What follows belongs to an exercise in optimizing a design on an open flow for a short achievable clock period and few clock cycles per item; a production flow would make more cautious choices. In this exercise RTL edits were held to simulation tests only and were not proved equivalent to the original. Power figures rest on the tool's default switching activity, not on a simulated workload.

## flow/config.mk

```make
export PLATFORM = sky130hd
export DESIGN_NAME = luby_restart_scheduler
export DESIGN_NICKNAME = luby_restart_scheduler
export VERILOG_FILES = /design/flow/design.v
export SDC_FILE = /design/flow/constraint.sdc
export NUM_CORES = 4
export LEC_CHECK = 0
export ABC_CLOCK_PERIOD_IN_PS = 2000
export CAP_MARGIN = 20
export CORE_MARGIN = 2
export CORE_UTILIZATION = 40
export GPL_TIMING_DRIVEN = 1
export SETUP_SLACK_MARGIN = 3.0
export SLEW_MARGIN = 20
```

## flow/run.sh

```bash
#!/bin/bash
# synth_recipe.tcl (not shown) runs the flow's synth.tcl, then flattens the netlist and writes it again
# the make line also repeats each setting of config.mk as NAME=value (left out here)
make -C /OpenROAD-flow-scripts/flow DESIGN_CONFIG=/design/flow/config.mk WORK_HOME=/design/flow/orfs CLKGATE_MAP_FILE= SYNTH_SCRIPT=/design/flow/synth_recipe.tcl finish
```

## flow/constraint.sdc

```tcl
create_clock -name core_clock -period 5.0 [get_ports {clk}]
set_input_delay 1.0000 -clock core_clock [delete_from_list [all_inputs] [get_ports {clk}]]
set_output_delay 1.0000 -clock core_clock [all_outputs]
set_load 0.01 [all_outputs]
```

## flow/design.v

```verilog
`timescale 1ns / 1ps
`default_nettype none
package lrs_pkg;
    localparam int LRS_INDEX_BITS = 32;
    localparam int LRS_COUNT_W    = 48;
    localparam int LRS_UNIT_W     = 16;
    localparam int LRS_TOTAL_W    = 32;
    localparam int LRS_LIMIT_W    = LRS_COUNT_W + 1;
    localparam logic [LRS_UNIT_W-1:0] LRS_UNIT_RESET = LRS_UNIT_W'(100);
endpackage
`default_nettype wire
`timescale 1ns / 1ps
`default_nettype none
import lrs_pkg::*;
module lrs_luby_unit #(
    parameter int INDEX_BITS = 32,
    parameter int SEQ_W      = 6,
    parameter int GAP_W      = LRS_UNIT_W + INDEX_BITS - 1
) (
    input  wire logic                  clk,
    input  wire logic                  rst_n,
    input  wire logic [LRS_UNIT_W-1:0] unit,
    input  wire logic                  reload,    
    input  wire logic                  advance,   
    input  wire logic                  last,      
    output logic [GAP_W-1:0]           gap0,
    output logic [GAP_W-1:0]           gap1
);
    logic [INDEX_BITS-1:0] u_reg;     
    logic [SEQ_W-1:0]      e0_reg;    
    logic [SEQ_W-1:0]      e1_reg;    
    logic [GAP_W-1:0]      gap0_reg;
    logic [GAP_W-1:0]      gap1_reg;
    logic                  wrap_reg;  
    logic [INDEX_BITS-1:0] u_up;
    logic [INDEX_BITS-1:0] u_inc;
    assign u_up = u_reg >> 1;
    lrs_counter #(.W(INDEX_BITS), .LO(2), .INIT(2)) u_u (
        .clk   (clk),
        .rst_n (rst_n),
        .inc   (advance && !last && wrap_reg),
        .value (u_reg)
    );
    always_ff @(posedge clk or negedge rst_n)
    begin
        if (!rst_n)
        begin
            wrap_reg <= 1'b0;
            e0_reg   <= '0;
            e1_reg   <= '0;
        end
        else if (advance)
        begin
            e0_reg <= e1_reg;
            if (!last)
            begin
                if (wrap_reg)
                begin
                    wrap_reg <= !u_reg[0];
                    e1_reg   <= '0;
                end
                else
                begin
                    wrap_reg <= u_up[e1_reg];
                    e1_reg   <= e1_reg + SEQ_W'(1);
                end
            end
        end
    end
    always_ff @(posedge clk)
    begin
        if (reload)
        begin
            gap0_reg <= GAP_W'(unit) << e0_reg;
            gap1_reg <= GAP_W'(unit) << e1_reg;
        end
        else if (advance)
        begin
            gap0_reg <= gap1_reg;
            if (!last)
                gap1_reg <= wrap_reg ? GAP_W'(unit) : {gap1_reg[GAP_W-2:0], 1'b0};
        end
    end
    assign gap0 = gap0_reg;
    assign gap1 = gap1_reg;
endmodule
module lrs_counter #(
    parameter int W    = 32,
    parameter int LO   = 4,
    parameter int INIT = 0
) (
    input  wire logic         clk,
    input  wire logic         rst_n,
    input  wire logic         inc,
    output logic [W-1:0]      value
);
    localparam logic [W-1:0] INIT_V = W'(INIT);
    logic [LO-1:0]   lo_reg;
    logic [W-LO-1:0] hi_reg;
    logic [W-LO-1:0] hi_up_reg;    
    always_ff @(posedge clk or negedge rst_n)
    begin
        if (!rst_n)
        begin
            lo_reg <= INIT_V[LO-1:0];
            hi_reg <= INIT_V[W-1:LO];
        end
        else
        begin
            if (inc)
            begin
                lo_reg <= lo_reg + LO'(1);
                if (&lo_reg)
                    hi_reg <= hi_up_reg;
            end
        end
    end
    always_ff @(posedge clk)
        hi_up_reg <= hi_reg + (W-LO)'(1);
    assign value = {hi_reg, lo_reg};
endmodule
module lrs_gp_tree #(
    parameter int N = 4
) (
    input  wire logic [N-1:0] g,
    input  wire logic [N-1:0] p,
    output logic              go,
    output logic              po
);
    localparam int L = (N > 1) ? $clog2(N) : 1;
    localparam int M = 1 << L;
    logic [2*M-2:0] tg;    
    logic [2*M-2:0] tp;
    for (genvar i = 0; i < M; i++) begin : g_leaf
        if (i < N) begin : g_in
            assign tg[M-1+i] = g[i];
            assign tp[M-1+i] = p[i];
        end else begin : g_pad
            assign tg[M-1+i] = 1'b0;
            assign tp[M-1+i] = 1'b1;
        end
    end
    for (genvar k = 0; k < M - 1; k++) begin : g_node
        assign tg[k] = tg[2*k+2] | (tp[2*k+2] & tg[2*k+1]);
        assign tp[k] = tp[2*k+2] & tp[2*k+1];
    end
    assign go = tg[0];
    assign po = tp[0];
endmodule
module lrs_cmp_part #(
    parameter int AW = 48,
    parameter int GW = 47,
    parameter int NG = 13       
) (
    input  wire logic [AW-1:0] a,
    input  wire logic [AW-1:0] b,
    input  wire logic [GW-1:0] g,
    output logic [NG-1:0]      grp_g,
    output logic [NG-1:0]      grp_p,
    output logic               top
);
    logic [49:0]     oa;
    logic [49:0]     ob;
    logic [49:0]     og;
    logic [49:0]     x;
    logic [49:0]     y;
    logic [4*NG-1:0] bg;
    logic [4*NG-1:0] bp;
    assign oa = {{(50-AW){1'b0}}, a};
    assign ob = ~{{(50-AW){1'b0}}, b};
    assign og = ~{{(50-GW){1'b0}}, g};
    assign x  = oa ^ ob ^ og;
    assign y  = {(oa[48:0] & ob[48:0]) | (oa[48:0] & og[48:0]) | (ob[48:0] & og[48:0]), 1'b1};
    assign bg = (4*NG)'(x[48:0] & y[48:0]);
    assign bp = {{(4*NG-49){1'b1}}, x[48:0] | y[48:0]};
    for (genvar j = 0; j < NG; j++) begin : g_grp
        lrs_gp_tree #(.N(4)) u_grp (
            .g (bg[4*j +: 4]), .p (bp[4*j +: 4]), .go (grp_g[j]), .po (grp_p[j]));
    end
    assign top = x[49] ^ y[49];
endmodule
module lrs_cmp_fin #(
    parameter int NG = 13
) (
    input  wire logic [NG-1:0] grp_g,
    input  wire logic [NG-1:0] grp_p,
    input  wire logic          top,
    output logic               gt
);
    logic c;
    logic unused_p;
    lrs_gp_tree #(.N(NG)) u_join (
        .g (grp_g), .p (grp_p), .go (c), .po (unused_p));
    assign gt = !(top ^ c);
endmodule
`default_nettype wire
`timescale 1ns / 1ps
`default_nettype none
import lrs_pkg::*;
module luby_restart_scheduler #(
    parameter int INDEX_BITS = lrs_pkg::LRS_INDEX_BITS
) (
    input  wire logic                              clk,
    input  wire logic                              rst_n,
    input  wire logic                              cfg_wr_en,
    input  wire logic [lrs_pkg::LRS_UNIT_W-1:0]    cfg_wr_data,
    input  wire logic                              in_valid,
    output logic                                   in_ready,
    input  wire logic [lrs_pkg::LRS_COUNT_W-1:0]   conflict_count,
    output logic                                   out_valid,
    input  wire logic                              out_ready,
    output logic                                   restart,
    output logic [lrs_pkg::LRS_TOTAL_W-1:0]        restart_total
);
    localparam int SEQ_W = $clog2(INDEX_BITS);
    localparam int GAP_W = LRS_UNIT_W + INDEX_BITS - 1;
    localparam int QD    = 5;
    logic [LRS_UNIT_W-1:0]  unit_reg;
    logic                   reload_reg;
    logic                   in_ready_reg;
    logic [2:0]             occ_reg;
    logic [LRS_COUNT_W-1:0] a1_count;
    logic                   a1_valid;
    logic [LRS_COUNT_W-1:0] a2_count;
    logic                   a2_valid;
    logic [3:0][12:0]        a2_g;
    logic [3:0][12:0]        a2_p;
    logic [3:0]             a2_top;
    logic [LRS_COUNT_W-1:0] b_count;
    logic                   b_valid;
    logic                   b_gt_prev;
    logic                   b_gt_old;
    logic                   prev_fire;   
    logic [LRS_COUNT_W-1:0] lim_count;
    logic [GAP_W-1:0]       lim_gap;
    logic [INDEX_BITS-1:0]  total;       
    logic [QD-1:0]          q_valid;
    logic [QD-1:0]          q_fire;
    logic [GAP_W-1:0]       gap0;
    logic [GAP_W-1:0]       gap1;
    logic                   accept;
    logic                   fire;
    logic                   total_max;   
    logic                   total_last;  
    logic                   total_step;
    assign accept = in_valid && in_ready_reg;
    logic [3:0][2:0] occ_opt;    
    logic [3:0]      rdy_opt;
    always_comb
    begin
        for (int k = 0; k < 4; k++)
        begin
            occ_opt[k] = occ_reg + 3'(k[1] && in_ready_reg) - 3'(k[0] && q_valid[0]);
            rdy_opt[k] = occ_opt[k] < 3'(QD);
        end
    end
    always_ff @(posedge clk or negedge rst_n)
    begin
        if (!rst_n)
        begin
            unit_reg   <= LRS_UNIT_RESET;
            reload_reg <= 1'b1;
            occ_reg    <= '0;
            a1_valid   <= 1'b0;
        end
        else
        begin
            if (cfg_wr_en)
                unit_reg <= cfg_wr_data;
            reload_reg <= cfg_wr_en;    
            occ_reg    <= occ_opt[{in_valid, out_ready}];
            a1_valid   <= accept;
        end
    end
    always_ff @(posedge clk)
        in_ready_reg <= rdy_opt[{in_valid, out_ready}];
    always_ff @(posedge clk)
        a1_count <= conflict_count;
    logic [3:0][12:0] a1_g;
    logic [3:0][12:0] a1_p;
    logic [3:0] a1_top;
    lrs_cmp_part #(.AW(LRS_COUNT_W), .GW(GAP_W)) u_cmp_p1g0 (
        .a (a1_count), .b (a2_count), .g (gap0),
        .grp_g (a1_g[0]), .grp_p (a1_p[0]), .top (a1_top[0]));
    lrs_cmp_part #(.AW(LRS_COUNT_W), .GW(GAP_W)) u_cmp_p1g1 (
        .a (a1_count), .b (a2_count), .g (gap1),
        .grp_g (a1_g[1]), .grp_p (a1_p[1]), .top (a1_top[1]));
    lrs_cmp_part #(.AW(LRS_COUNT_W), .GW(GAP_W)) u_cmp_p2 (
        .a (a1_count), .b (b_count), .g (gap0),
        .grp_g (a1_g[2]), .grp_p (a1_p[2]), .top (a1_top[2]));
    lrs_cmp_part #(.AW(LRS_COUNT_W), .GW(GAP_W)) u_cmp_lim (
        .a (a1_count), .b (lim_count), .g (lim_gap),
        .grp_g (a1_g[3]), .grp_p (a1_p[3]), .top (a1_top[3]));
    always_ff @(posedge clk)
    begin
        a2_count <= a1_count;
        a2_g     <= a1_g;
        a2_p     <= a1_p;
        a2_top   <= a1_top;
    end
    logic [3:0] a2_gt;
    for (genvar k = 0; k < 4; k++) begin : g_fin
        lrs_cmp_fin u_fin (
            .grp_g (a2_g[k]), .grp_p (a2_p[k]), .top (a2_top[k]), .gt (a2_gt[k]));
    end
    always_ff @(posedge clk)
    begin
        b_count   <= a2_count;
        b_gt_prev <= prev_fire ? a2_gt[1] : a2_gt[0];
        b_gt_old  <= prev_fire ? a2_gt[2] : a2_gt[3];
    end
    assign fire       = b_valid && (prev_fire ? b_gt_prev : b_gt_old);
    assign total_step = fire && !total_max;
    always_ff @(posedge clk or negedge rst_n)
    begin
        if (!rst_n)
        begin
            a2_valid  <= 1'b0;
            b_valid   <= 1'b0;
            prev_fire <= 1'b0;
            lim_count  <= '0;
            lim_gap    <= '0;
            total_max  <= 1'b0;
            total_last <= 1'b0;
        end
        else
        begin
            a2_valid  <= a1_valid;
            b_valid   <= a2_valid;
            prev_fire <= fire;
            if (fire)
            begin
                lim_count <= b_count;
                lim_gap   <= gap0;
            end
            if (total_step)
            begin
                total_max  <= total_last;
                total_last <= total == {{(INDEX_BITS-2){1'b1}}, 2'b01};
            end
        end
    end
    lrs_counter #(.W(INDEX_BITS), .LO(4), .INIT(0)) u_total (
        .clk   (clk),
        .rst_n (rst_n),
        .inc   (total_step),
        .value (total)
    );
    lrs_luby_unit #(
        .INDEX_BITS (INDEX_BITS),
        .SEQ_W      (SEQ_W),
        .GAP_W      (GAP_W)
    ) u_luby (
        .clk     (clk),
        .rst_n   (rst_n),
        .unit    (unit_reg),
        .reload  (reload_reg),
        .advance (total_step),
        .last    (total_last),
        .gap0    (gap0),
        .gap1    (gap1)
    );
    localparam int LO = 4;
    localparam int HI = INDEX_BITS - LO;
    logic [1:0][QD-1:0]     n_valid;
    logic [1:0][QD-1:0]     n_fire;
    logic [1:0]             n_load;      
    logic [1:0]             n_hfire;     
    logic [LO-1:0]          head_lo;
    logic [HI-1:0]          head_hi;
    logic [HI-1:0]          head_hi_up;  
    logic                   head_zero;   
    logic                   head_max;    
    always_comb
    begin
        for (int t = 0; t < 2; t++)
        begin
            logic          tk;
            logic [QD:0]   sv;
            logic [QD:0]   sf;
            logic [QD-1:0] wr;
            tk = (t == 1) && q_valid[0];
            for (int i = 0; i < QD; i++)
            begin
                sv[i] = tk ? ((i < QD - 1) ? q_valid[i+1] : 1'b0) : q_valid[i];
                sf[i] = tk ? ((i < QD - 1) ? q_fire[i+1]  : 1'b0) : q_fire[i];
            end
            sv[QD] = 1'b0;
            sf[QD] = 1'b0;
            for (int i = 0; i < QD; i++)
                wr[i] = b_valid && !sv[i] && (i == 0 || sv[i-1]);
            for (int i = 0; i < QD; i++)
            begin
                n_valid[t][i] = sv[i] || wr[i];
                n_fire[t][i]  = wr[i] ? fire : sf[i];
            end
            n_load[t]  = (tk && q_valid[1]) || wr[0];
            n_hfire[t] = wr[0] ? fire : q_fire[1];
        end
    end
    logic [1:0][LO-1:0] h_lo;
    logic [1:0][HI-1:0] h_hi;
    logic [1:0]         h_max;
    always_comb
    begin
        for (int t = 0; t < 2; t++)
        begin
            logic step;
            step = n_hfire[t] && (head_zero || !head_max);
            if (head_zero)
            begin
                h_lo[t]  = LO'(n_hfire[t]);
                h_hi[t]  = '0;
                h_max[t] = 1'b0;
            end
            else
            begin
                h_lo[t]  = step ? head_lo + LO'(1) : head_lo;
                h_hi[t]  = (step && &head_lo) ? head_hi_up : head_hi;
                h_max[t] = head_max || (step && {head_hi, head_lo} == {{(INDEX_BITS-1){1'b1}}, 1'b0});
            end
        end
    end
    always_ff @(posedge clk or negedge rst_n)
    begin
        if (!rst_n)
        begin
            q_valid   <= '0;
            head_zero <= 1'b1;
        end
        else
        begin
            q_valid <= n_valid[out_ready];
            if (n_load[out_ready])
                head_zero <= 1'b0;
        end
    end
    always_ff @(posedge clk)
    begin
        q_fire <= n_fire[out_ready];
        if (n_load[out_ready])
        begin
            head_lo  <= h_lo[out_ready];
            head_hi  <= h_hi[out_ready];
            head_max <= h_max[out_ready];
        end
        head_hi_up <= head_hi + HI'(1);
    end
    assign in_ready      = in_ready_reg;
    assign out_valid     = q_valid[0];
    assign restart       = q_fire[0];
    assign restart_total = LRS_TOTAL_W'({head_hi, head_lo});
endmodule
`default_nettype wire
```

==> metrics.cfg, run 1 <==
[setup_path]
critical_path.max_fanout = 2
endpoint_kind = output port
criticalPathCategory = reg -> out
critical-path-slowest-cell = edfxtp_1
cpPeakStageDelay_ns = 0.46
critical-path-top-delay-family = flip-flops
critical_path_data_arrival_time_ns = 1.28
cp_num_buf_inv = 1
cp_data_required_time_ns = 4.00
critical_path.startpoint_type = flip-flop
critical_path.cell_chain = buf_2

[cts]
clock_latency_ns = 0.64
cts.htree.levels = 3
cell_at_the_root_of_the_clock_tree = clkbuf_16
cts-hold-fix-buffers = 0
clkSinkCount = 662
tritoncts.num_buffers = 76
clock_tree_from_tritoncts = built
cts.path.max_buffers = 3
cts.reportedPaths.clkPinSlew_ns = 0.06

[synth]
yosysMostFrequentCell = dfxtp_1
portion_of_the_post_synthesis_area_used_by_sequential_elements = 0.497
syn_std_cell_area_sq_mm = 0.0314
synth_seq_cells = 662
synth_enable_flop_cells = 132
netlist_top_cells_area = dfxtp_1, dfrtp_1, edfxtp_1
synth.largest_area_cell = dfxtp_1
asyncSetResetFlopFracSynth = 0.305
postSynth.topFlopCell = dfxtp_1
synth.top_cell.area_share = 0.209
yosys-top-cells-count = dfxtp_1, nand2_1, inv_1
synth.distinct_cells = 77
post_synth_inst_count = 2809
ys_warn_count = 6
syn_avg_cell_area_sq_um = 11.2

[global_routing]
grt_first_pass_wirelength_microns = 132000
grt_usage = 0.207
number_of_antenna_violations_at_the_first_check_in_global_routing = 0
grt_pass1_vias = 23200
grt_max_degree = 119
globalRouteOverflowTotal = 0

[routing]
first_iter_violations = 1678
route.final.wire_length_microns = 84600
dr_total_vias = 22700
detail_route.wl_per_cell_microns = 20.5
detailedRoute.firstPassIterationCount = 5
vias_per_cell = 5.48
detail_route.drc_violations = 0
antenna_left = 0

[die]
core-area_sq_mm = 0.0776
die_width_microns = 284
placementRows = 102
initial_core_utilization = 0.404
die-height_microns = 284
pin_count = 104
die_area_sq_mm = 0.0807

[place]
dpl.hpwl_microns = 56300
portBuffers = 103
routability_congestion_estimate = 0.890

[sta]
final_cycle_share = 0.456
timing.final.setup_violations = 0
whs_ns = 0.326
final_period_minus_worst_setup_slack_ns = 2.28
timing_max_transition_violations_final = 0
grt_setup_unrepaired = true
max_slew.worst_pin.slew_ns = 0.950
timing_hold_violations_final = 0
worst_slew_margin_rel = 0.367
setup_tns_ns = 0
fin_worst_skew_ns = 0.0303
clock.fmax_ghz = 0.439

[status]
run_status = no timing/DRC/antenna violations

[final_layout]
layout.core_utilization = 0.492
final_net_count = 3302
n_fill_cell = 6984
final_layout_size_suffix_gt1_frac = 0.184
syn_to_final_growth_pct = 21.7
antenna_cells_inserted = 0

[power]
vdd_drop_max_v = 0.000287
power_density_mw_per_mm2 = 630
total_leakage_power_uw = 0.0157
post-layout-total-power_uw = 24100

[job]
max_cap_violations = 0

[hold_path]
hold_class = reg -> reg

-- routing by layer --
| layer | share of wire | up-vias | wire [microns] | GRT usage |
|---|---|---|---|---|
| met1 | 0.44 | 11400 | 37000 | 0.285 |
| met3 | 0.061 | 160 | 5190 | 0.0308 |
| met5 | 0 | - | 0 | 0 |
| met4 | 0.027 | 0 | 2310 | 0.0703 |
| li1 | - | 10300 | - | - |
| met2 | 0.47 | 742 | 40100 | 0.336 |
-- path summary, 6_finish.rpt --
kind | from | cells after the start | endpoint | slack (ns)
max reg2reg | u_luby.e1_reg[0]$_DFFE_PN0N_ | 6 | u_luby.gap1_reg[30]$_DFFE_PP_ | 2.80
min in group asynchronous | rst_n | 1 | lim_count[19]$_DFFE_PN0P_ | 0.45
min reg2reg | a2_count[5]$_DFF_P_ | 0 | b_count[5]$_DFF_P_ | 0.33
max | head_hi[12]$_DFFE_PP_ | 1 | restart_total[16] | 2.72
min | a2_count[5]$_DFF_P_ | 0 | b_count[5]$_DFF_P_ | 0.33
max in group asynchronous | rst_n | 2 | u_total.hi_reg[2]$_DFFE_PN0P_ | 3.46
-- logic make-up after synthesis --
logic type	synth area share
AOI/OAI and AO/OA	0.122
adders and majority gates	0.128
xor gates and xnor gates	0.0249
buffers and inverters	0.0482
DFF	0.497
muxes	0.0767
and+or+nand+nor	0.103
-- where the power goes --
group	total (uW)	internal, uW	switching (uW)
clock	5570	3280	2290
sequential	8670	7280	1390
combinational	9820	4350	5470
total	24100	14900	9140
-- repair_timing --
item	in CTS	in global routing
cloned	7	4
endpoints found under the setup margin	459	319
gates resized for setup	346	90
pin swaps	42	35
buffers inserted	91	39
-- metrics by stage --
| step | instance area (sq um) | cells | setup WS (ns) |
|---|---|---|---|
| floorplan | 31500 | 2809 | 2.78 |
| global placement | 33400 | 3849 | 1.50 |
| detailed placement | 33400 | 3849 | 1.49 |
| CTS | 37400 | 4087 | 2.70 |
| global route | 38200 | 4130 | 2.71 |
| finish | 38200 | 4130 | 2.72 |
-- cell type report --
type	instances	area, sq um	area share
Timing Repair inverter	1	8.76	0.000230
Multi-Input combinational cell	1780	15400	0.404
Clock buffer	109	2200	0.0576
Tap cell	1040	1300	0.0341
Sequential cell	662	15600	0.410
Clock inverter	31	304	0.00797
Inverter	250	986	0.0258
Timing Repair Buffer	257	2320	0.0609
-- cell usage in the layout, fill, tap and decap left out, drive strengths merged, types with 9 or more instances in the layout --
cell           netlist  routed
a21o                27      27
o221ai              94      94
nor2b               13      13
nand2              318     321
a22o                 9       9
nand3               96      97
nand2b              49      49
xnor2               68      68
nor3                15      15
fa                 188     188
a22oi               13      13
edfxtp             132     132
buf                 46     189
nor2                96      96
o31ai               33      33
clkbuf              77     110
and3                15      16
xor2                21      21
mux2i               63      63
and4                12      12
ha                  17      17
a21oi              199     200
dfxtp              328     328
o2bb2ai             17      17
o21ai              121     121
nand4               59      59
o22ai               32      32
inv                248     252
mux2               103     103
clkdlybuf4s50        0      66
dfrtp              196     196
clkinv               2      23
mux4                25      25
Testbench counts, summed over its fixed seeds: cycles 22,528, items 22,400.
==> inputs of run 2 (changes only) <==
--- a/flow/config.mk
+++ b/flow/config.mk
@@ -12,3 +12,4 @@
 export GPL_TIMING_DRIVEN = 1
 export SETUP_SLACK_MARGIN = 3.0
 export SLEW_MARGIN = 20
+export SYNTH_HIERARCHICAL = 1
==> run 2 against run 1 <==
Against the previous run:
- cell area rose by 5.0%
- clock skew barely moved
- largest cell class is now multi-input combinational cells
- count of clock-buffer cells in the layout rose by 7
- still clean
- via count rose by 5.1%
- final cell count rose by 13%
- core utilization fell by 0.21 points
- synthesized area rose by 5.2%
- power fell by 6.0%
- critical path depth did not move
- global-route usage fell by 0.82 points
- largest power group is now sequential cells
==> metrics.cfg, run 2 <==
[routing]
vias_per_cell = 5.10  ; was 5.48
detail_route.wl_per_cell_microns = 18.2  ; was 20.5 microns
first_iter_violations = 1773  ; was 1678
route.final.wire_length_microns = 84900  ; was 84600 microns
detail_route.drc_violations = 0  ; unchanged
antenna_left = 0  ; unchanged
dr_total_vias = 23800  ; was 22.7k
detailedRoute.firstPassIterationCount = 7  ; was 5

[cts]
cts.reportedPaths.clkPinSlew_ns = 0.05  ; was 0.06 ns
clkSinkCount = 671  ; was 662
clock_tree_from_tritoncts = built  ; unchanged
clock_latency_ns = 0.64  ; about the same
tritoncts.num_buffers = 78  ; was 76
cts.path.max_buffers = 3  ; unchanged
cts-hold-fix-buffers = 0  ; unchanged
cell_at_the_root_of_the_clock_tree = clkbuf_16  ; unchanged
cts.htree.levels = 3  ; unchanged

[power]
total_leakage_power_uw = 0.0177  ; was 0.0157 uW
power_density_mw_per_mm2 = 564  ; was 630 mW/mm^2
vdd_drop_max_v = 0.000295  ; was 0.000287 V

[final_layout]
layout.cells.non_filler = 4664  ; was 4130
max_flop_register = a2_g
most_common_cell_after_layout_fill_and_taps_aside = nand2_1  ; was dfxtp_1
final_net_count = 3803  ; was 3302
final_layout_size_suffix_gt1_frac = 0.179  ; was 0.184
n_fill_cell = 7485  ; was 6984
mostFrequentLayoutCells = nand2_1, dfxtp_1, nor2_1  ; was dfxtp_1, nand2_1, inv_1
syn_to_final_growth_pct = 21.5  ; was 21.7%
largest_register_ff_count = 52
fin_area_sq_mm = 0.0401  ; was 0.0382 sq mm

[setup_path]
critical_path_data_arrival_time_ns = 1.26  ; was 1.28 ns
critical-path-slowest-cell = edfxtp_1  ; unchanged
cp_num_buf_inv = 1  ; unchanged
critical_path.max_fanout = 2  ; unchanged
criticalPathCategory = reg -> out  ; unchanged
endpoint_kind = output port  ; unchanged
critical_path.cell_chain = buf_2  ; unchanged
cpPeakStageDelay_ns = 0.46  ; about the same
r2r-start = u_luby.e1_reg[0]$_DFFE_PN0N_  ; unchanged
critPathLaunch = head_lo[0]$_DFFE_PP_  ; was head_hi[12]$_DFFE_PP_
cp_data_required_time_ns = 4.00  ; about the same
critical_path.startpoint_type = flip-flop  ; unchanged
critical-path-top-delay-family = flip-flops  ; unchanged

[synth]
post_synth_inst_count = 3254  ; was 2809
syn_avg_cell_area_sq_um = 10.1  ; was 11.2 sq um
syn_std_cell_area_sq_mm = 0.0330  ; was 0.0314 sq mm
ys_warn_count = 12  ; was 6

[sta]
final_period_minus_worst_setup_slack_ns = 2.26  ; was 2.28 ns
fin_worst_skew_ns = 0.0302  ; was 0.0303 ns
setup_ws_ns = 2.74  ; was 2.72 ns
timing.final.setup_violations = 0  ; unchanged
timing_hold_violations_final = 0  ; unchanged
final_cycle_share = 0.453  ; was 0.456
grt_setup_unrepaired = true  ; unchanged
setup_tns_ns = 0  ; unchanged
timing_max_transition_violations_final = 0  ; unchanged
max_slew.worst_pin.slew_ns = 0.887  ; was 0.950 ns
worst_slew_margin_rel = 0.408  ; was 0.367
clock.fmax_ghz = 0.442  ; was 0.439 GHz

[global_routing]
number_of_antenna_violations_at_the_first_check_in_global_routing = 1  ; was 0
globalRouteOverflowTotal = 0  ; unchanged
grt_usage = 0.199  ; was 0.207
grt_max_degree = 98  ; was 119
grt_first_pass_wirelength_microns = 133000  ; was 132000 microns
grt_pass1_vias = 23400  ; was 23.2k

[die]
die_area_sq_mm = 0.0848  ; was 0.0807 sq mm
placementRows = 105  ; was 102
pin_count = 104  ; unchanged
die_width_microns = 291  ; was 284 microns
initial_core_utilization = 0.403  ; was 0.404
core-area_sq_mm = 0.0818  ; was 0.0776 sq mm
die-height_microns = 291  ; was 284 microns

[status]
run_status = no timing/DRC/antenna violations  ; unchanged

[place]
numPlacedInstances = 4351  ; was 3849
routability_congestion_estimate = 0.904  ; was 0.890
dpl.hpwl_microns = 56500  ; was 56300 microns
placed_area_sq_mm = 0.0350  ; was 0.0334 sq mm
portBuffers = 103  ; unchanged
dp_slack_ns = 1.30  ; was 1.49 ns

[hold_path]
min_from = a1_valid$_DFF_PN0_  ; was a2_count[5]$_DFF_P_
hold_class = reg -> reg  ; unchanged

[job]
max_cap_violations = 0  ; unchanged

## run 2: cell count changes in the layout (fill, tap and decap cells not counted), moves of 36 or more
cell / previous run / this run
a21oi_1: 191 / 135
o221ai_1: 86 / 9
nand2_1: 305 / 664
nor2_1: 84 / 282
nand3_1: 91 / 55
conb_1: 0 / 40
mux2_2: 36 / 97
o21ai_1: 13 / 69
mux2_1: 50 / 0
o21ai_0: 87 / 38
## run 2: timing repair
item | in CTS | in global routing
cloned | 7 | 7
resized for setup | 308 | 126
setup endpoints to repair | 470 | 337
buffers inserted | 101 | 53
pin swaps | 18 | 39
## run 2: power breakdown
group / internal [uW] / leakage, uW / switching (uW) / total [uW]
combinational: 3840 / 0.00977 / 4540 / 8380
clock: 3340 / 0.00124 / 2340 / 5690
sequential: 7150 / 0.00671 / 1400 / 8550
total: 14300 / 0.0177 / 8290 / 22600
## run 2: layer usage
metal / share of wire / up-vias / track usage
met1: 0.44 / 11500 / 0.271
met2: 0.46 / 698 / 0.313
met4: 0.039 / 2 / 0.0796
met5: 0.000082 / - / 0
met3: 0.058 / 215 / 0.0357
li1: - / 11300 / -
## run 2: final cells by class
type,count,area [sq um],share of cell area
flip-flops and latches,671,15800,0.395
well taps,1070,1340,0.0334
diodes,1,2.50,0.0000624
clock inverters,28,308,0.00768
multi-input cells,2230,16600,0.415
repair buffers,278,2670,0.0666
clock buffers,116,2250,0.0561
inverters,270,1050,0.0261
## run 2: metrics by stage
stage	util	total power [uW]	hold slack (ns)
2_1_floorplan	-	13200	0.331
6_report	0.490	22600	0.345
3_3_place_gp	0.428	15300	0.334
4_1_cts	0.477	22100	0.347
3_5_place_dp	0.428	15500	0.335
5_1_grt	0.490	24100	0.350
## run 2: final timing paths
kind / depth (start not counted) / to / slack (ns)
setup / recovery: 1 / restart_total[0] / 2.74
hold / removal: 0 / a2_valid$_DFF_PN0_ / 0.35
setup reg to reg: 6 / u_luby.gap1_reg[34]$_DFFE_PP_ / 2.86
hold reg to reg: 0 / a2_valid$_DFF_PN0_ / 0.35
max in group asynchronous: 2 / b_valid$_DFF_PN0_ / 3.49
min in group asynchronous: 1 / u_luby.u_u.hi_reg[25]$_DFFE_PN0P_ / 0.41
==> inputs of run 3 (changes only) <==
--- a/flow/design.v
+++ b/flow/design.v
@@ -21,6 +21,7 @@
     input  wire logic                  rst_n,
     input  wire logic [LRS_UNIT_W-1:0] unit,
     input  wire logic                  reload,    
+    input  wire logic                  reload2,   
     input  wire logic                  advance,   
     input  wire logic                  last,      
     output logic [GAP_W-1:0]           gap0,
@@ -31,38 +32,39 @@
     logic [SEQ_W-1:0]      e1_reg;    
     logic [GAP_W-1:0]      gap0_reg;
     logic [GAP_W-1:0]      gap1_reg;
-    logic                  wrap_reg;  
-    logic [INDEX_BITS-1:0] u_up;
-    logic [INDEX_BITS-1:0] u_inc;
-    assign u_up = u_reg >> 1;
+    logic [INDEX_BITS-1:0] us_reg;    
+    logic [INDEX_BITS-1:0] u_inc;     
+    logic                  wrap;
+    assign wrap = us_reg[0];
     lrs_counter #(.W(INDEX_BITS), .LO(2), .INIT(2)) u_u (
         .clk   (clk),
         .rst_n (rst_n),
-        .inc   (advance && !last && wrap_reg),
-        .value (u_reg)
+        .inc   (advance && !last && wrap),
+        .value (u_reg),
+        .value_inc (u_inc)
     );
     always_ff @(posedge clk or negedge rst_n)
     begin
         if (!rst_n)
         begin
-            wrap_reg <= 1'b0;
-            e0_reg   <= '0;
-            e1_reg   <= '0;
+            us_reg <= INDEX_BITS'(2);
+            e0_reg <= '0;
+            e1_reg <= '0;
         end
         else if (advance)
         begin
             e0_reg <= e1_reg;
             if (!last)
             begin
-                if (wrap_reg)
+                if (wrap)
                 begin
-                    wrap_reg <= !u_reg[0];
-                    e1_reg   <= '0;
+                    us_reg <= u_inc;
+                    e1_reg <= '0;
                 end
                 else
                 begin
-                    wrap_reg <= u_up[e1_reg];
-                    e1_reg   <= e1_reg + SEQ_W'(1);
+                    us_reg <= us_reg >> 1;
+                    e1_reg <= e1_reg + SEQ_W'(1);
                 end
             end
         end
@@ -71,14 +73,19 @@
     begin
         if (reload)
         begin
-            gap0_reg <= GAP_W'(unit) << e0_reg;
-            gap1_reg <= GAP_W'(unit) << e1_reg;
+            gap0_reg <= GAP_W'(unit) << {e0_reg[SEQ_W-1:2], 2'b00};
+            gap1_reg <= GAP_W'(unit) << {e1_reg[SEQ_W-1:2], 2'b00};
+        end
+        else if (reload2)
+        begin
+            gap0_reg <= gap0_reg << e0_reg[1:0];
+            gap1_reg <= gap1_reg << e1_reg[1:0];
         end
         else if (advance)
         begin
             gap0_reg <= gap1_reg;
             if (!last)
-                gap1_reg <= wrap_reg ? GAP_W'(unit) : {gap1_reg[GAP_W-2:0], 1'b0};
+                gap1_reg <= wrap ? GAP_W'(unit) : {gap1_reg[GAP_W-2:0], 1'b0};
         end
     end
     assign gap0 = gap0_reg;
@@ -92,7 +99,8 @@
     input  wire logic         clk,
     input  wire logic         rst_n,
     input  wire logic         inc,
-    output logic [W-1:0]      value
+    output logic [W-1:0]      value,
+    output logic [W-1:0]      value_inc    
 );
     localparam logic [W-1:0] INIT_V = W'(INIT);
     logic [LO-1:0]   lo_reg;
@@ -117,7 +125,8 @@
     end
     always_ff @(posedge clk)
         hi_up_reg <= hi_reg + (W-LO)'(1);
-    assign value = {hi_reg, lo_reg};
+    assign value     = {hi_reg, lo_reg};
+    assign value_inc = {(&lo_reg) ? hi_up_reg : hi_reg, lo_reg + LO'(1)};
 endmodule
 module lrs_gp_tree #(
     parameter int N = 4
@@ -217,6 +226,7 @@
     localparam int QD    = 5;
     logic [LRS_UNIT_W-1:0]  unit_reg;
     logic                   reload_reg;
+    logic                   reload2_reg;
     logic                   in_ready_reg;
     logic [2:0]             occ_reg;
     logic [LRS_COUNT_W-1:0] a1_count;
@@ -259,15 +269,17 @@
         if (!rst_n)
         begin
             unit_reg   <= LRS_UNIT_RESET;
-            reload_reg <= 1'b1;
-            occ_reg    <= '0;
+            reload_reg  <= 1'b1;
+            reload2_reg <= 1'b1;
+            occ_reg     <= '0;
             a1_valid   <= 1'b0;
         end
         else
         begin
             if (cfg_wr_en)
                 unit_reg <= cfg_wr_data;
-            reload_reg <= cfg_wr_en;    
+            reload_reg  <= cfg_wr_en;    
+            reload2_reg <= reload_reg;
             occ_reg    <= occ_opt[{in_valid, out_ready}];
             a1_valid   <= accept;
         end
@@ -344,7 +356,8 @@
         .clk   (clk),
         .rst_n (rst_n),
         .inc   (total_step),
-        .value (total)
+        .value (total),
+        .value_inc ()
     );
     lrs_luby_unit #(
         .INDEX_BITS (INDEX_BITS),
@@ -355,6 +368,7 @@
         .rst_n   (rst_n),
         .unit    (unit_reg),
         .reload  (reload_reg),
+        .reload2 (reload2_reg),
         .advance (total_step),
         .last    (total_last),
         .gap0    (gap0),
--- a/flow/config.mk
+++ b/flow/config.mk
@@ -12,4 +12,3 @@
 export GPL_TIMING_DRIVEN = 1
 export SETUP_SLACK_MARGIN = 3.0
 export SLEW_MARGIN = 20
-export SYNTH_HIERARCHICAL = 1
==> run 3 against run 2 <==
Against the previous run:
- critical endpoint is now out_valid
- count of clock-buffer cells in the layout down 4
- synthesized area grew 3.0%
- non-clock buffer count shrank 59
- global-route usage shrank 0.93 points
- sequential share of layout area is 1.8 points higher
- cell area fell by 0.58%
- clock skew up 0.0087 ns
- wire length shrank 2.1%
- still clean
- first-iteration DRC count is 4.3% lower
- register-to-register slack improved by 0.06 ns
- core utilization is 1.4 points lower
==> metrics.cfg, run 3 <==
[global_routing]
grt_pass1_vias = 23300  ; was 23.4k
grt_first_pass_wirelength_microns = 130000  ; was 133000 microns
number_of_antenna_violations_at_the_first_check_in_global_routing = 0  ; was 1
globalRouteOverflowTotal = 0  ; unchanged
grt_usage = 0.190  ; was 0.199
grt_max_degree = 89  ; was 98

[status]
run_status = no timing/DRC/antenna violations  ; unchanged

[sta]
fin_worst_skew_ns = 0.0389  ; was 0.0302 ns
worst_slew_margin_rel = 0.465  ; was 0.408
final_period_minus_worst_setup_slack_ns = 2.25  ; was 2.26 ns
grt_setup_unrepaired = true  ; unchanged
max_slew.worst_pin.slew_ns = 0.782  ; was 0.887 ns
setup_ws_ns = 2.75  ; was 2.74 ns
final_cycle_share = 0.451  ; was 0.453
timing_max_transition_violations_final = 0  ; unchanged
timing.final.setup_violations = 0  ; unchanged
setup_tns_ns = 0  ; unchanged
clock.fmax_ghz = 0.444  ; was 0.442 GHz
whs_ns = 0.320  ; was 0.345 ns
timing_hold_violations_final = 0  ; unchanged

[place]
portBuffers = 103  ; unchanged
dp_slack_ns = 1.41  ; was 1.30 ns
routability_congestion_estimate = 0.865  ; was 0.904
dpl.hpwl_microns = 56300  ; was 56500 microns

[synth]
portion_of_the_post_synthesis_area_used_by_sequential_elements = 0.483
ys_warn_count = 6  ; was 12
postSynth.topFlopCell = dfxtp_1
syn_std_cell_area_sq_mm = 0.0340  ; was 0.0330 sq mm
syn_avg_cell_area_sq_um = 10.8  ; was 10.1 sq um
synth.distinct_cells = 67
post_synth_inst_count = 3139  ; was 3254
yosys-top-cells-count = dfxtp_1, nand2_1, a21oi_1
synth.largest_area_cell = dfxtp_1
asyncSetResetFlopFracSynth = 0.337
synth_enable_flop_cells = 132
synth_seq_cells = 694
synth.top_cell.area_share = 0.193
netlist_top_cells_area = dfxtp_1, dfrtp_1, edfxtp_1
yosysMostFrequentCell = dfxtp_1

[power]
internal_dissipation_uw = 13900  ; was 14300 uW
clockPowerShare = 0.265  ; was 0.251
comb_power_share = 0.346  ; was 0.371
p_sw_frac = 0.362  ; was 0.367
power_frac_seq = 0.390  ; was 0.378
vdd_drop_max_v = 0.000296  ; was 0.000295 V
power_density_mw_per_mm2 = 546  ; was 564 mW/mm^2
total_leakage_power_uw = 0.0163  ; was 0.0177 uW
p_switching_uw = 7880  ; was 8290 uW

[die]
die-height_microns = 295  ; was 291 microns
pin_count = 104  ; unchanged
die_area_sq_mm = 0.0872  ; was 0.0848 sq mm
placementRows = 106  ; was 105
core-area_sq_mm = 0.0838  ; was 0.0818 sq mm
initial_core_utilization = 0.405  ; was 0.403
die_width_microns = 295  ; was 291 microns

[cts]
cts.htree.levels = 3  ; unchanged
cts-hold-fix-buffers = 0  ; unchanged
cell_at_the_root_of_the_clock_tree = clkbuf_16  ; unchanged
tritoncts.num_buffers = 79  ; was 78
clock_tree_from_tritoncts = built  ; unchanged
cts.reportedPaths.clkPinSlew_ns = 0.06  ; was 0.05 ns
clkSinkCount = 694  ; was 671
cts.path.max_buffers = 3  ; unchanged
clock_latency_ns = 0.65  ; was 0.64 ns

[setup_path]
endpoint_kind = output port  ; unchanged
critical-path-slowest-cell = dfrtp_4  ; was edfxtp_1
critical_path_data_arrival_time_ns = 1.25  ; was 1.26 ns
cp_data_required_time_ns = 4.00  ; about the same
crit_end = out_valid  ; was restart_total[0]
criticalPathCategory = reg -> out  ; unchanged
ff2ff_path_depth = 8  ; was 6
critPathLaunch = q_valid[0]$_DFF_PN0_  ; was head_lo[0]$_DFFE_PP_
cp_num_buf_inv = 1  ; unchanged
critical_path.startpoint_type = flip-flop  ; unchanged
path_length_in_cells_of_the_critical_path = 1  ; unchanged
critical_path.max_fanout = 2  ; unchanged
crit-reg2reg-capture = head_hi[21]$_DFFE_PP_  ; was u_luby.gap1_reg[34]$_DFFE_PP_
r2r-start = q_valid[0]$_DFF_PN0_  ; was u_luby.e1_reg[0]$_DFFE_PN0N_
cpPeakStageDelay_ns = 0.48  ; was 0.46 ns
critical_path.cell_chain = buf_6  ; was buf_2
critical-path-top-delay-family = flip-flops  ; unchanged
ff2ff_setup_slack_ns = 2.92  ; was 2.86 ns

[final_layout]
syn_to_final_growth_pct = 17.4  ; was 21.5%
most_common_cell_after_layout_fill_and_taps_aside = dfxtp_1  ; was nand2_1
final_layout_size_suffix_gt1_frac = 0.141  ; was 0.179
mostFrequentLayoutCells = dfxtp_1, nand2_1, a21oi_1  ; was nand2_1, dfxtp_1, nor2_1
final_net_count = 3580  ; was 3803
n_fill_cell = 7717  ; was 7485
antenna_cells_inserted = 0  ; was 1

[routing]
first_iter_violations = 1697  ; was 1773
dr_total_vias = 23600  ; was 23.8k
vias_per_cell = 5.24  ; was 5.10
detail_route.drc_violations = 0  ; unchanged
antenna_left = 0  ; unchanged
detailedRoute.firstPassIterationCount = 6  ; was 7
route.final.wire_length_microns = 83200  ; was 84900 microns
detail_route.wl_per_cell_microns = 18.5  ; was 18.2 microns

[hold_path]
hold_class = in -> async  ; was reg -> reg

[job]
max_cap_violations = 0  ; unchanged

## run 3: area by class of cell
cell class | instances | area (sq um) | area share
Clock buffer | 112 | 2260 | 0.0568
Clock inverter | 36 | 355 | 0.00892
Inverter | 257 | 975 | 0.0245
Multi-Input combinational cell | 2054 | 16400 | 0.410
Sequential cell | 694 | 16500 | 0.413
Tap cell | 1134 | 1420 | 0.0356
Timing Repair Buffer | 219 | 2030 | 0.0509
## run 3: how the worst min path moves through the flow
| stage | startpoint | end | slack (ns) |
|---|---|---|---|
| floorplan | a1_count[0]$_DFF_P_ | a2_count[0]$_DFF_P_ | 0.33 |
| global placement | a2_count[10]$_DFF_P_ | b_count[10]$_DFF_P_ | 0.33 |
| detailed placement | a2_valid$_DFF_PN0_ | b_valid$_DFF_PN0_ | 0.33 |
| CTS | rst_n | lim_count[18]$_DFFE_PN0P_ | 0.34 |
| global route | a2_count[9]$_DFF_P_ | b_count[9]$_DFF_P_ | 0.34 |
| finish | rst_n | lim_count[18]$_DFFE_PN0P_ | 0.32 |
## run 3: power groups by stage
stage          clock network [uW]  registers, uW  logic, uW
5_1_grt                      6140           8680       8410
6_report                     5750           8480       7520
3_5_place_dp                    0           8700       6950
4_1_cts                      5900           8530       7340
2_1_floorplan                   0           7920       5630
3_3_place_gp                    0           8670       6840
## run 3: routing by layer
metal  global-route usage  routed length [microns]
met3               0.0269                     3750
met2                0.310                    39500
met4               0.0562                     1920
met5                    0                        0
met1                0.262                    38000
## run 3: cells by family after synthesis
kind of cell,after synthesis,share of synthesized area
flip-flops,694,0.483
XOR/XNOR,89,0.0230
adder cells (fa/ha/maj),209,0.118
multiplexers,320,0.106
buffers and inverters,403,0.0463
AND/OR/NAND/NOR,743,0.102
AO/OA/AOI/OAI,681,0.122
## run 3: timing repair
action | CTS | global route
buffers inserted | 64 | 33
cloned | 6 | 8
pin swaps | 8 | 10
endpoints found under the setup margin | 487 | 279
resized for setup | 209 | 50
## run 3: metrics by stage
| stage | area (sq um) | util | power (uW) | std cells |
|---|---|---|---|---|
| 2_1_floorplan | 34000 | - | 13500 | 3139 |
| 3_3_place_gp | 36100 | 0.430 | 15500 | 4247 |
| 3_5_place_dp | 36100 | 0.430 | 15600 | 4247 |
| 4_1_cts | 39300 | 0.469 | 21800 | 4465 |
| 5_1_grt | 39800 | 0.475 | 23200 | 4506 |
| 6_report | 39800 | 0.475 | 21700 | 4506 |
Testbench counts of run 3, summed over its fixed seeds: cycles 22,528, items 22,400.
==> inputs of run 4 (changes only) <==
--- a/flow/design.v
+++ b/flow/design.v
@@ -385,6 +385,7 @@
     logic [HI-1:0]          head_hi_up;  
     logic                   head_zero;   
     logic                   head_max;    
+    logic [INDEX_BITS-1:0]  out_total;   
     always_comb
     begin
         for (int t = 0; t < 2; t++)
@@ -459,10 +460,12 @@
             head_max <= h_max[out_ready];
         end
         head_hi_up <= head_hi + HI'(1);
+        out_total  <= n_load[out_ready] ? {h_hi[out_ready], h_lo[out_ready]}
+                                        : {head_hi, head_lo};
     end
     assign in_ready      = in_ready_reg;
     assign out_valid     = q_valid[0];
     assign restart       = q_fire[0];
-    assign restart_total = LRS_TOTAL_W'({head_hi, head_lo});
+    assign restart_total = LRS_TOTAL_W'(out_total);
 endmodule
 `default_nettype wire
==> run 4 against run 3 <==
Against the previous run:
- highest routed layer unchanged
- still clean on timing, DRC and antenna
- largest cell class unchanged
- largest power group unchanged
- power grew 11%
- global-route usage increased by 1.1 points
- sequential share of layout area grew 0.088 points
- setup slack improved by 0.071 ns
- count of clock-buffer cells in the layout up 8
==> metrics.cfg, run 4 <==
[status]
run_status = no timing/DRC/antenna violations  ; unchanged

[routing]
antenna_left = 0  ; unchanged
dr_total_vias = 25400  ; was 23.6k
first_iter_violations = 1826  ; was 1697
route.final.wire_length_microns = 91100  ; was 83200 microns
detailedRoute.firstPassIterationCount = 6  ; unchanged
detail_route.drc_violations = 0  ; unchanged
detail_route.wl_per_cell_microns = 19.4  ; was 18.5 microns
vias_per_cell = 5.39  ; was 5.24

[die]
die_width_microns = 301  ; was 295 microns
die_area_sq_mm = 0.0907  ; was 0.0872 sq mm
die-height_microns = 301  ; was 295 microns
pin_count = 104  ; unchanged
placementRows = 108  ; was 106
core-area_sq_mm = 0.0872  ; was 0.0838 sq mm
initial_core_utilization = 0.405  ; about the same

[synth]
synth_seq_cells = 726  ; was 694
asyncSetResetFlopFracSynth = 0.322  ; was 0.337
yosys-top-cells-count = nand2_1, dfxtp_1, a21oi_1  ; was dfxtp_1, nand2_1, a21oi_1
netlist_top_cells_area = dfxtp_1, dfrtp_1, edfxtp_1  ; unchanged
post_synth_inst_count = 3357  ; was 3139
postSynth.topFlopCell = dfxtp_1  ; unchanged
portion_of_the_post_synthesis_area_used_by_sequential_elements = 0.482  ; was 0.483
syn_avg_cell_area_sq_um = 10.5  ; was 10.8 sq um
yosysMostFrequentCell = nand2_1  ; was dfxtp_1
synth.distinct_cells = 73  ; was 67
synth.top_cell.area_share = 0.204  ; was 0.193
ys_warn_count = 6  ; unchanged
synth_enable_flop_cells = 132  ; unchanged
synth.largest_area_cell = dfxtp_1  ; unchanged
syn_std_cell_area_sq_mm = 0.0353  ; was 0.0340 sq mm

[setup_path]
critical_path.max_fanout = 2  ; unchanged
endpoint_kind = output port  ; unchanged
cp_data_required_time_ns = 4.00  ; about the same
critical_path_data_arrival_time_ns = 1.18  ; was 1.25 ns
crit-reg2reg-capture = q_fire[0]$_DFFE_PP_  ; was head_hi[21]$_DFFE_PP_
cp_num_buf_inv = 1  ; unchanged
ff2ff_path_depth = 8  ; unchanged
r2r-start = prev_fire$_DFF_PN0_  ; was q_valid[0]$_DFF_PN0_
critical_path.startpoint_type = flip-flop  ; unchanged
critical-path-slowest-cell = dfrtp_2  ; was dfrtp_4
critical_path.cell_chain = buf_6  ; unchanged
critical-path-top-delay-family = flip-flops  ; unchanged
criticalPathCategory = reg -> out  ; unchanged
path_length_in_cells_of_the_critical_path = 1  ; unchanged
ff2ff_setup_slack_ns = 3.01  ; was 2.92 ns
cpPeakStageDelay_ns = 0.42  ; was 0.48 ns

[global_routing]
grt_max_degree = 69  ; was 89
grt_first_pass_wirelength_microns = 143000  ; was 130000 microns
number_of_antenna_violations_at_the_first_check_in_global_routing = 1  ; was 0
grt_usage = 0.200  ; was 0.190
grt_pass1_vias = 25000  ; was 23.3k
globalRouteOverflowTotal = 0  ; unchanged

[hold_path]
hold_class = in -> async  ; unchanged

[final_layout]
n_fill_cell = 8080  ; was 7717
syn_to_final_growth_pct = 17.1  ; was 17.4%
final_net_count = 3758  ; was 3580
multiInputGateArea_sq_mm = 0.0169  ; was 0.0164 sq mm
final_layout_size_suffix_gt1_frac = 0.123  ; was 0.141
final-seq-area_sq_mm = 0.0171  ; was 0.0165 sq mm
layout.cells.non_filler = 4708  ; was 4506
mostFrequentLayoutCells = nand2_1, dfxtp_1, a21oi_1  ; was dfxtp_1, nand2_1, a21oi_1
most_common_cell_after_layout_fill_and_taps_aside = nand2_1  ; was dfxtp_1

[cts]
cell_at_the_root_of_the_clock_tree = clkbuf_16  ; unchanged
cts.path.max_buffers = 3  ; unchanged
tritoncts.num_buffers = 82  ; was 79
clock_latency_ns = 0.66  ; was 0.65 ns
clock_tree_from_tritoncts = built  ; unchanged
cts.htree.levels = 3  ; unchanged
cts.reportedPaths.clkPinSlew_ns = 0.06  ; about the same
clkSinkCount = 726  ; was 694

[place]
routability_congestion_estimate = 0.866  ; was 0.865
portBuffers = 103  ; unchanged
dpl.hpwl_microns = 60600  ; was 56300 microns
numPlacedInstances = 4472  ; was 4247

[power]
power_density_mw_per_mm2 = 586  ; was 546 mW/mm^2
comb_power_share = 0.356  ; was 0.346
total_leakage_power_uw = 0.0170  ; was 0.0163 uW
clockPowerShare = 0.245  ; was 0.265
power_frac_seq = 0.399  ; was 0.390
internal_dissipation_uw = 15200  ; was 13900 uW
p_sw_frac = 0.372  ; was 0.362
p_switching_uw = 9010  ; was 7880 uW
vdd_drop_max_v = 0.000409  ; was 0.000296 V

[sta]
final_cycle_share = 0.437  ; was 0.451
final_period_minus_worst_setup_slack_ns = 2.18  ; was 2.25 ns
setup_tns_ns = 0  ; unchanged
clock.fmax_ghz = 0.458  ; was 0.444 GHz
timing.final.setup_violations = 0  ; unchanged
timing_max_transition_violations_final = 0  ; unchanged
fin_worst_skew_ns = 0.0463  ; was 0.0389 ns
grt_setup_unrepaired = true  ; unchanged
timing_hold_violations_final = 0  ; unchanged
worst_slew_margin_rel = 0.461  ; was 0.465
max_slew.worst_pin.slew_ns = 0.806  ; was 0.782 ns

[job]
max_cap_violations = 0  ; unchanged

## run 4: cell families after synthesis
family	Yosys count	share of synthesized area
and+or+nand+nor	847	0.106
AOI/OAI and AO/OA	774	0.136
xor gates and xnor gates	87	0.0216
adders and majority gates	208	0.113
DFF	726	0.482
muxes	291	0.0925
buffers and inverters	424	0.0479
## run 4: layout make-up
cell class,count,area share
timing repair buffer,195,0.0520
multi-input combinational,2218,0.410
timing repair inverter,1,0.000212
clock inverter,33,0.00796
tap,1155,0.0349
sequential,726,0.414
inverter,259,0.0243
clock buffer,120,0.0570
antenna,1,0.0000605
## run 4: how the worst max path moves through the flow
stage                               startpoint               endpoint
after CTS                 q_valid[0]$_DFF_PN0_              out_valid
after global routing      q_valid[0]$_DFF_PN0_              out_valid
final                     q_valid[0]$_DFF_PN0_              out_valid
after global placement               out_ready  head_hi[26]$_DFFE_PN_
after detailed placement             out_ready  head_hi[17]$_DFFE_PN_
after floorplan                      out_ready   head_lo[3]$_DFFE_PN_
## run 4: what timing repair did
action,CTS,global route
gates resized for setup,252,64
hold buffers,0,0
setup buffers,42,24
pin swaps,18,16
setup endpoints to repair,469,220
cloned,11,5
hold endpoints to repair,0,0
## run 4: power by group through the flow
stage | Sequential [uW] | Clock [uW] | Combinational [uW]
after CTS | 9670 | 6080 | 8280
after global placement | 9800 | 0 | 7740
final | 9670 | 5930 | 8640
after global routing | 9910 | 6340 | 9620
after detailed placement | 9810 | 0 | 7860
after floorplan | 8960 | 0 | 6090
## run 4: per-stage QoR
stage | power [uW] | utilization | hold WS (ns) | cell area [sq um] | setup WS (ns)
3_3_place_gp | 17500 | 0.428 | 0.334 | 37300 | 1.51
2_1_floorplan | 15000 | - | 0.331 | 35400 | 2.83
3_5_place_dp | 17700 | 0.428 | 0.336 | 37300 | 1.45
5_1_grt | 25900 | 0.474 | 0.349 | 41400 | 2.77
6_report | 24200 | 0.474 | 0.337 | 41400 | 2.82
4_1_cts | 24000 | 0.468 | 0.341 | 40800 | 2.78
## run 4: routing by layer
layer / track usage / vias to the layer above / wire [microns]
li1: - / 12000 / -
met1: 0.277 / 12500 / 40900
met2: 0.318 / 725 / 42000
met3: 0.0377 / 169 / 5430
met4: 0.0652 / 0 / 2780
met5: 0 / - / 0
Testbench counts of run 4, summed over its fixed seeds: cycles 22,528, items 22,400.
==> inputs of run 5 (changes only) <==
--- a/flow/design.v
+++ b/flow/design.v
@@ -386,6 +386,7 @@
     logic                   head_zero;   
     logic                   head_max;    
     logic [INDEX_BITS-1:0]  out_total;   
+    logic                   out_fire;    
     always_comb
     begin
         for (int t = 0; t < 2; t++)
@@ -441,18 +442,21 @@
         if (!rst_n)
         begin
             q_valid   <= '0;
+            q_fire[0] <= 1'b0;
             head_zero <= 1'b1;
         end
         else
         begin
             q_valid <= n_valid[out_ready];
             if (n_load[out_ready])
+                q_fire[0] <= n_hfire[out_ready];
+            if (n_load[out_ready])
                 head_zero <= 1'b0;
         end
     end
     always_ff @(posedge clk)
     begin
-        q_fire <= n_fire[out_ready];
+        q_fire[QD-1:1] <= n_fire[out_ready][QD-1:1];
         if (n_load[out_ready])
         begin
             head_lo  <= h_lo[out_ready];
@@ -460,12 +464,13 @@
             head_max <= h_max[out_ready];
         end
         head_hi_up <= head_hi + HI'(1);
+        out_fire   <= n_load[out_ready] ? n_hfire[out_ready] : q_fire[0];
         out_total  <= n_load[out_ready] ? {h_hi[out_ready], h_lo[out_ready]}
                                         : {head_hi, head_lo};
     end
     assign in_ready      = in_ready_reg;
     assign out_valid     = q_valid[0];
-    assign restart       = q_fire[0];
+    assign restart       = out_fire;
     assign restart_total = LRS_TOTAL_W'(out_total);
 endmodule
 `default_nettype wire
==> run 5 against run 4 <==
Against the previous run:
- hold slack got worse by 0.0025 ns
- critical path depth did not move
- maximum frequency fell by 3.2%
- clock skew rose by 0.0081 ns
- cell area rose by 1.5%
- synthesized cell count barely moved
- sequential power fell by 0.4%
- core utilization rose by 0.18 points
- sequential share of layout area fell by 0.54 points
- first-iteration DRC count rose by 11%
- synthesized area rose by 0.28%
- power rose by 2.8%
- highest routed layer is now met5
==> metrics.cfg, run 5 <==
[status]
run_status = no timing/DRC/antenna violations  ; unchanged

[cts]
cts.htree.levels = 3  ; unchanged
tritoncts.num_buffers = 84  ; was 82
clkSinkCount = 727  ; was 726
clock_latency_ns = 0.68  ; was 0.66 ns
cell_at_the_root_of_the_clock_tree = clkbuf_16  ; unchanged
clock_tree_from_tritoncts = built  ; unchanged
cts.path.max_buffers = 3  ; unchanged
cts.reportedPaths.clkPinSlew_ns = 0.06  ; about the same

[synth]
netlist_top_cells_area = dfxtp_1, dfrtp_1, edfxtp_1  ; unchanged
portion_of_the_post_synthesis_area_used_by_sequential_elements = 0.481  ; was 0.482
postSynth.topFlopCell = dfxtp_1  ; unchanged
synth.largest_area_cell = dfxtp_1  ; unchanged
syn_std_cell_area_sq_mm = 0.0354  ; was 0.0353 sq mm
asyncSetResetFlopFracSynth = 0.323  ; was 0.322
ys_warn_count = 6  ; unchanged
post_synth_inst_count = 3358  ; was 3357
synth.distinct_cells = 81  ; was 73
synth_enable_flop_cells = 131  ; was 132
synth_seq_cells = 727  ; was 726
syn_avg_cell_area_sq_um = 10.5  ; about the same
synth.top_cell.area_share = 0.204  ; about the same
yosysMostFrequentCell = nand2_1  ; unchanged
yosys-top-cells-count = nand2_1, dfxtp_1, a21oi_1  ; unchanged

[sta]
fin_worst_skew_ns = 0.0544  ; was 0.0463 ns
timing.final.setup_violations = 0  ; unchanged
worst_slew_margin_rel = 0.362  ; was 0.461
final_cycle_share = 0.451  ; was 0.437
setup_tns_ns = 0  ; unchanged
timing_max_transition_violations_final = 0  ; unchanged
timing_hold_violations_final = 0  ; unchanged
max_slew.worst_pin.slew_ns = 0.956  ; was 0.806 ns
whs_ns = 0.334  ; was 0.337 ns
setup_ws_ns = 2.74  ; was 2.82 ns
clock.fmax_ghz = 0.443  ; was 0.458 GHz
grt_setup_unrepaired = true  ; unchanged
final_period_minus_worst_setup_slack_ns = 2.26  ; was 2.18 ns

[setup_path]
cpPeakStageDelay_ns = 0.49  ; was 0.42 ns
cp_num_buf_inv = 1  ; unchanged
critical_path.max_fanout = 2  ; unchanged
critical-path-top-delay-family = flip-flops  ; unchanged
criticalPathCategory = reg -> out  ; unchanged
critical-path-slowest-cell = dfrtp_4  ; was dfrtp_2
critical_path.startpoint_type = flip-flop  ; unchanged
cp_data_required_time_ns = 4.00  ; about the same
critical_path.cell_chain = buf_6  ; unchanged
critical_path_data_arrival_time_ns = 1.26  ; was 1.18 ns
endpoint_kind = output port  ; unchanged

[routing]
detail_route.wl_per_cell_microns = 19.9  ; was 19.4 microns
dr_total_vias = 25500  ; was 25.4k
vias_per_cell = 5.36  ; was 5.39
detailedRoute.firstPassIterationCount = 8  ; was 6
route.final.wire_length_microns = 94400  ; was 91100 microns
antenna_left = 0  ; unchanged
first_iter_violations = 2033  ; was 1826
detail_route.drc_violations = 0  ; unchanged

[place]
routability_congestion_estimate = 0.903  ; was 0.866
portBuffers = 103  ; unchanged
dp_slack_ns = 1.48  ; was 1.45 ns
dpl.hpwl_microns = 60600  ; about the same

[hold_path]
hold_class = reg -> reg  ; was in -> async

[final_layout]
multiInputGateArea_sq_mm = 0.0171  ; was 0.0169 sq mm
antenna_cells_inserted = 0  ; was 1
syn_to_final_growth_pct = 18.4  ; was 17.1%
most_common_cell_after_layout_fill_and_taps_aside = nand2_1  ; unchanged
final_layout_size_suffix_gt1_frac = 0.134  ; was 0.123
mostFrequentLayoutCells = nand2_1, dfxtp_1, a21oi_1  ; unchanged
final_net_count = 3792  ; was 3758
final-seq-area_sq_mm = 0.0171  ; about the same
n_fill_cell = 8106  ; was 8080

[die]
placementRows = 109  ; was 108
initial_core_utilization = 0.402  ; was 0.405
die_width_microns = 302  ; was 301 microns
core-area_sq_mm = 0.0881  ; was 0.0872 sq mm
die-height_microns = 302  ; was 301 microns
pin_count = 104  ; unchanged
die_area_sq_mm = 0.0909  ; was 0.0907 sq mm

[global_routing]
grt_pass1_vias = 25300  ; was 25.0k
grt_usage = 0.206  ; was 0.200
number_of_antenna_violations_at_the_first_check_in_global_routing = 3  ; was 1
globalRouteOverflowTotal = 0  ; unchanged
grt_max_degree = 99  ; was 69
grt_first_pass_wirelength_microns = 147000  ; was 143000 microns

[power]
post-layout-total-power_uw = 24900  ; was 24200 uW
power_density_mw_per_mm2 = 594  ; was 586 mW/mm^2
total_leakage_power_uw = 0.0175  ; was 0.0170 uW
vdd_drop_max_v = 0.000337  ; was 0.000409 V

[job]
max_cap_violations = 0  ; unchanged

## run 5: logic make-up after synthesis
| group | synth area share |
|---|---|
| xor+xnor | 0.0218 |
| fa+ha+maj | 0.113 |
| mux | 0.0906 |
| flops | 0.481 |
| buf+inv | 0.0479 |
| simple gates | 0.109 |
| compound gates | 0.136 |
## run 5: path summary, 6_finish.rpt
| check | start | endpoint | slack [ns] | depth (start not counted) |
|---|---|---|---|---|
| min reg2reg | a2_count[5]$_DFF_P_ | b_count[5]$_DFF_P_ | 0.33 | 0 |
| max in group asynchronous | rst_n | u_luby.u_u.lo_reg[1]$_DFFE_PN1P_ | 3.59 | 2 |
| min in group asynchronous | rst_n | unit_reg[12]$_DFFE_PN0P_ | 0.37 | 1 |
| max | q_valid[0]$_DFF_PN0_ | out_valid | 2.74 | 1 |
| min | a2_count[5]$_DFF_P_ | b_count[5]$_DFF_P_ | 0.33 | 0 |
| max reg2reg | prev_fire$_DFF_PN0_ | out_total[2]$_DFF_P_ | 2.98 | 7 |
## run 5: through the flow
step | util | area [sq um] | instances
finish | 0.476 | 42000 | 4753
global route | 0.476 | 42000 | 4753
CTS | 0.470 | 41400 | 4722
detailed placement | 0.425 | 37500 | 4487
global placement | 0.425 | 37500 | 4487
floorplan | - | 35500 | 3358
## run 5: where the power goes
group / internal (uW) / leakage [uW] / switching (uW) / total [uW]
combinational: 4080 / 0.00870 / 5030 / 9110
sequential: 7930 / 0.00743 / 1700 / 9630
clock: 3600 / 0.00138 / 2590 / 6180
## run 5: cell type report
type / count / area share
clock buffer: 128 / 0.0597
inverter: 257 / 0.0239
clock inverter: 29 / 0.00668
tap: 1165 / 0.0347
multi-input combinational: 2224 / 0.408
timing repair inverter: 4 / 0.000984
sequential: 727 / 0.408
timing repair buffer: 219 / 0.0579
## run 5: metal layers
| layer | vias up | routed length (microns) | global-route usage | share of wire |
|---|---|---|---|---|
| met5 | - | 27 | 0 | 0.00029 |
| met4 | 4 | 3680 | 0.0777 | 0.039 |
| met3 | 218 | 5200 | 0.0344 | 0.055 |
| met2 | 701 | 43100 | 0.327 | 0.46 |
| met1 | 12500 | 42400 | 0.283 | 0.45 |
| li1 | 12100 | - | - | - |
## run 5: timing repair
item,in CTS,in global routing
pin swaps,27,13
gates cloned,16,4
gates resized for setup,273,53
hold buffers,0,0
endpoints found under the setup margin,523,259
buffers inserted,62,27
Testbench counts of run 5, summed over its fixed seeds: cycles 22,528, items 22,400.

what the ideal ports hide:
No port has a modelled driver above. Below, the same layouts with a new extraction and two added sets of constraints.
Step 1 assumes that a clkbuf_16 drives the clock port and a buf_2 every other input.
Step 2 times the ports against the registers' clock, not the clock port: input delays grow and output delays shrink by t, the midpoint of the rising clock arrivals with the driver on.
a / b / c = ideal ports / drivers / drivers and shift; a / b = the first two.
| run | t, ns | slack for setup (ns) | worst data-port slew with drivers (ns) |
|---|---|---|---|
| run 1 | 0.691 | 2.722 / 2.650 / 2.402 | 0.06 |
| run 2 | 0.691 | 2.737 / 2.668 / 2.445 | 0.06 |
| run 3 | 0.692 | 2.745 / 2.681 / 2.235 | 0.06 |
| run 4 | 0.699 | 2.817 / 2.750 / 2.339 | 0.11 |
| run 5 | 0.720 | 2.745 / 2.677 / 2.296 | 0.05 |
After both steps setup and hold are still met in every run listed. For run 3, which loses most, drivers alone change the setup slack by -0.064 ns; drivers and shift together by -0.510 ns.
